This is an optimization exercise on Yosys and OpenROAD, whose aim is small area, a short achievable clock period and few clock cycles, not a production implementation.
RTL that was checked went through simulation tests only; none was proved equivalent to the original.
Power figures rest on the tool's default switching activity, not on a simulated workload.

Design eth_txdma, start of the top module:
module eth_txdma #(
    parameter int DEPTH = 7                       
) (
    input  logic                  clk,
    input  logic                  reset,
    input  logic                  tx_en,
    input  txdma_pkg::bd_index_t  max_tx_bd,
    input  logic                  bd_wait,
    input  txdma_pkg::desc_t      bd_desc,
    input  txdma_pkg::addr_t      bd_ptr,
    input  txdma_pkg::tx_status_t tx_stat,
    input  logic                  tx_stat_valid,
    output logic                  bd_read,
    output logic                  bd_write,
    output txdma_pkg::bd_index_t  bd_index,
    output txdma_pkg::desc_t      bd_writedata,
    output logic                  tx_stat_ack,
    output logic                  per_packet_pad,
    output logic                  per_packet_crc,
    output logic                  txb_irq,
    output logic                  txe_irq,
    input  logic                  av_waitrequest,
    input  txdma_pkg::data_t      av_readdata,
    input  logic                  av_readdatavalid,
    output logic                  av_read,
    output txdma_pkg::addr_t      av_address,
    input  logic                  tx_ack,
    output txdma_pkg::byte_t      tx_data,
    output logic                  tx_dv,
    output logic                  tx_sop,
    output logic                  tx_eop
);
    localparam int FIFO_AW = 3;                  
    logic        st_rd;                  
    logic        st_dma;                 
    logic        st_wr;                  
    logic [15:0] len;                    
    logic [5:0]  flags;                  
    txdma_pkg::tx_status_t stat;
    logic        take;
    logic        wr_ok;
    logic        stat_err;
    assign bd_read     = st_rd;
    assign bd_write    = st_wr;
    assign take        = st_rd & ~bd_wait & bd_desc[txdma_pkg::BIT_READY];
    assign wr_ok       = st_wr & ~bd_wait;
  ...
clock: 5.0 ns
lec_check: 0
abc_clock_period_in_ps: 2200
cap_margin: 20
core_margin: 2
core_utilization: 45
cts_cluster_diameter: 100
cts_cluster_size: 30
setup_slack_margin: 2.8
slew_margin: 20
standard.sh (not shown) runs the stock make flow with config.mk's settings and CLKGATE_MAP_FILE= SYNTH_SCRIPT=/design/flow/synth_recipe.tcl, a recipe that flattens the netlist after the stock synthesis.
==> flow/flow/run.sh <==
#!/bin/bash
# Standard layout, with plain buffers (not delay cells) on the ports.
set -euo pipefail
export BUFFER_PORTS_ARGS="-buffer_cell sky130_fd_sc_hd__buf_2"
bash standard.sh finish > standard.log 2>&1
==> next run, changes <==
- SETUP_SLACK_MARGIN: 2.8 -> 3.1
- The new run produced a clean layout
- via count grows by about 7%
- die area stays the same
- first-iteration DRC count shrinks by about 4%
- area after synthesis does not change
- combinational power grows by 35%
No functional check of the RTL was part of any run of this note.

* * *

Setup of job 101:
eth_txdma, a different RTL version from the one above (not shown whole).
Size in the first run: ~960 cells after synthesis, roughly 360 flip-flops, roughly 210 I/O pins, ~14000 µm² of cells after synthesis.
Settings: LEC_CHECK=0, ABC_CLOCK_PERIOD_IN_PS=2200, CAP_MARGIN=20, CORE_MARGIN=2, CORE_UTILIZATION=65, CTS_CLUSTER_DIAMETER=100, CTS_CLUSTER_SIZE=26, GPL_ROUTABILITY_DRIVEN=0, PLACE_DENSITY=0.72, SETUP_SLACK_MARGIN=2.8, SLEW_MARGIN=20; clock period 5.0 ns.
Scripts as last shown in full above: flow/flow/run.sh
Testbench counts of job 101, summed over its fixed seeds: cycles 204,684.
## Diff of input files: job 102 against job 101
diff --git a/flow/config.mk b/flow/config.mk
--- a/flow/config.mk
+++ b/flow/config.mk
@@ -12,5 +12,5 @@
 export CTS_CLUSTER_DIAMETER = 100
 export CTS_CLUSTER_SIZE = 26
-export GPL_ROUTABILITY_DRIVEN = 0
+export GPL_TIMING_DRIVEN = 0
 export PLACE_DENSITY = 0.72
 export SETUP_SLACK_MARGIN = 2.8
==> comparison <==
- av_address[24] as the critical path endpoint was reported by job 101, and bd_writedata[1] by job 102.
- In the flow results for job 102 and job 101, the clock buffer count is smaller on job 101.
- Sort job 102 and job 101 by total half-perimeter wirelength after legalization and detailed placement asc -> top: job 101
- Job 102 against job 101: critical path depth went up by 1; clock-cell share of area comparable; cts-stage hold buffer count level.
The following lists how job 103 was set up differently from job 102:
diff --git a/flow/config.mk b/flow/config.mk
--- a/flow/config.mk
+++ b/flow/config.mk
@@ -12,5 +12,4 @@
 export CTS_CLUSTER_DIAMETER = 100
 export CTS_CLUSTER_SIZE = 26
-export GPL_TIMING_DRIVEN = 0
 export PLACE_DENSITY = 0.72
 export SETUP_SLACK_MARGIN = 2.8
==> comparison <==
- Compared with job 102, job 103 shows routed length on met1 that has gone down slightly.
- Diff job 102 -> job 103: layout clock buffer count fell by 1, power dissipated in the clock network stayed essentially flat, area after detailed placement fell by 3.2%, proportion of cell area occupied by multi-input gates rose by 0.90 points.
- Job 103 vs job 102 on routed wire length on met2: job 103 is the lower one.
- Cell count came out lower on job 103 than on job 102.
- Per the comparison of job 103 with job 102, met1 usage shrank by 1.2 points, global-route usage shrank by 1.9 points.

* * *

Another version of the RTL of eth_txdma (not shown whole).
Size: ~970 cells after synthesis, ~380 flip-flops, about 210 I/O pins.
// eth_txdma
module eth_txdma #(
    parameter int DEPTH = 7                       
) (
    input  logic                  clk,
    input  logic                  reset,
    input  logic                  tx_en,
    input  txdma_pkg::bd_index_t  max_tx_bd,
    input  logic                  bd_wait,
    input  txdma_pkg::desc_t      bd_desc,
    input  txdma_pkg::addr_t      bd_ptr,
    input  txdma_pkg::tx_status_t tx_stat,
    input  logic                  tx_stat_valid,
    output logic                  bd_read,
    output logic                  bd_write,
    output txdma_pkg::bd_index_t  bd_index,
    output txdma_pkg::desc_t      bd_writedata,
    output logic                  tx_stat_ack,
    output logic                  per_packet_pad,
    output logic                  per_packet_crc,
    output logic                  txb_irq,
    output logic                  txe_irq,
    input  logic                  av_waitrequest,
    input  txdma_pkg::data_t      av_readdata,
    input  logic                  av_readdatavalid,
    output logic                  av_read,
    output txdma_pkg::addr_t      av_address,
    input  logic                  tx_ack,
    output txdma_pkg::byte_t      tx_data,
    output logic                  tx_dv,
    output logic                  tx_sop,
    output logic                  tx_eop
);
clock: 5.0 ns
lec_check: 0
abc_clock_period_in_ps: 2200
cap_margin: 20
core_margin: 2
core_utilization: 78
cts_cluster_diameter: 100
cts_cluster_size: 26
place_density: 0.85
setup_slack_margin: 2.8
slew_margin: 20
Scripts as last shown in full above: flow/flow/run.sh
The first run completed with no timing, DRC or antenna violations.
Testbench counts at the start, summed over its fixed seeds: cycles 204,684.
Change:
CAP_MARGIN = 5   (was 20)
CORE_UTILIZATION = 65   (was 78)
PLACE_DENSITY = 0.72   (was 0.85)
SLEW_MARGIN = 5   (was 20)
What happened:
- fmax grows by 1.1%
- cell area stays flat
- clock-buffer cell count increases by 5
- global-route usage is lower by 9.2 points
- routed wire length came out lower by 15%
- power drops by 1.9%
- area after synthesis is unchanged
Change:
ABC_CLOCK_PERIOD_IN_PS = 3000   (was 2200)
CAP_MARGIN = 20   (was 5)
SLEW_MARGIN = 20   (was 5)
The new run went through all stages and came out clean.
Final area does not change.
Total power does not change.
Global-route usage is unchanged.
Final cell count does not change.
Flip-flop and latch count is unchanged.
Wire length does not change.
Worst setup slack does not change.
Change:
ABC_CLOCK_PERIOD_IN_PS = 2200   (was 3000)
The changed run finished clean.
Power stays the same.
Final area is unchanged.
Count of clock-buffer cells in the layout does not change.
Register-to-register slack barely changes.
Sequential cell count stays the same.
Setup slack does not change.

-- separate check: timing with driven ports --
The results above use ideal ports. As a check the final layouts listed here were re-extracted and re-timed, cells and wires unchanged. Step 1 sets driving cells, clkbuf_16 on the clock port and buf_2 on the other inputs (assumed; they add their load-dependent delay and slew). Step 2, shift: input delay + t, output delay - t, t = (earliest + latest rising clock arrival at the registers) / 2. This alone moves slack from input paths to output paths. Three values: ideal, step 1, step 2; two values: the first two.
| run | shift t [ns] | setup WS [ns] | slew at the worst register clock pin (ns) | cell pins on the clock port's net |
|---|---|---|---|---|
| the first run of note 1 | 0.562 | 2.721 / 2.671 / 2.312 | 0.11 / 0.11 | 1 |
| the second run of note 1 | 0.579 | 2.789 / 2.736 / 2.618 | 0.11 / 0.11 | 1 |
| job 101 | 0.556 | 2.825 / 2.776 / 2.322 | 0.10 / 0.10 | 1 |
| job 102 | 0.542 | 2.780 / 2.731 / 2.337 | 0.11 / 0.11 | 1 |
| job 103 | 0.556 | 2.825 / 2.776 / 2.322 | 0.10 / 0.10 | 1 |
| the first run of note 3 | 0.561 | 2.804 / 2.757 / 2.376 | 0.11 / 0.11 | 1 |
| the second run of note 3 | 0.562 | 2.828 / 2.780 / 2.325 | 0.11 / 0.11 | 1 |
| the third run of note 3 | 0.562 | 2.828 / 2.780 / 2.325 | 0.11 / 0.11 | 1 |
| the fourth run of note 3 | 0.562 | 2.828 / 2.780 / 2.325 | 0.11 / 0.11 | 1 |
After both steps setup and hold are still met in every run listed.
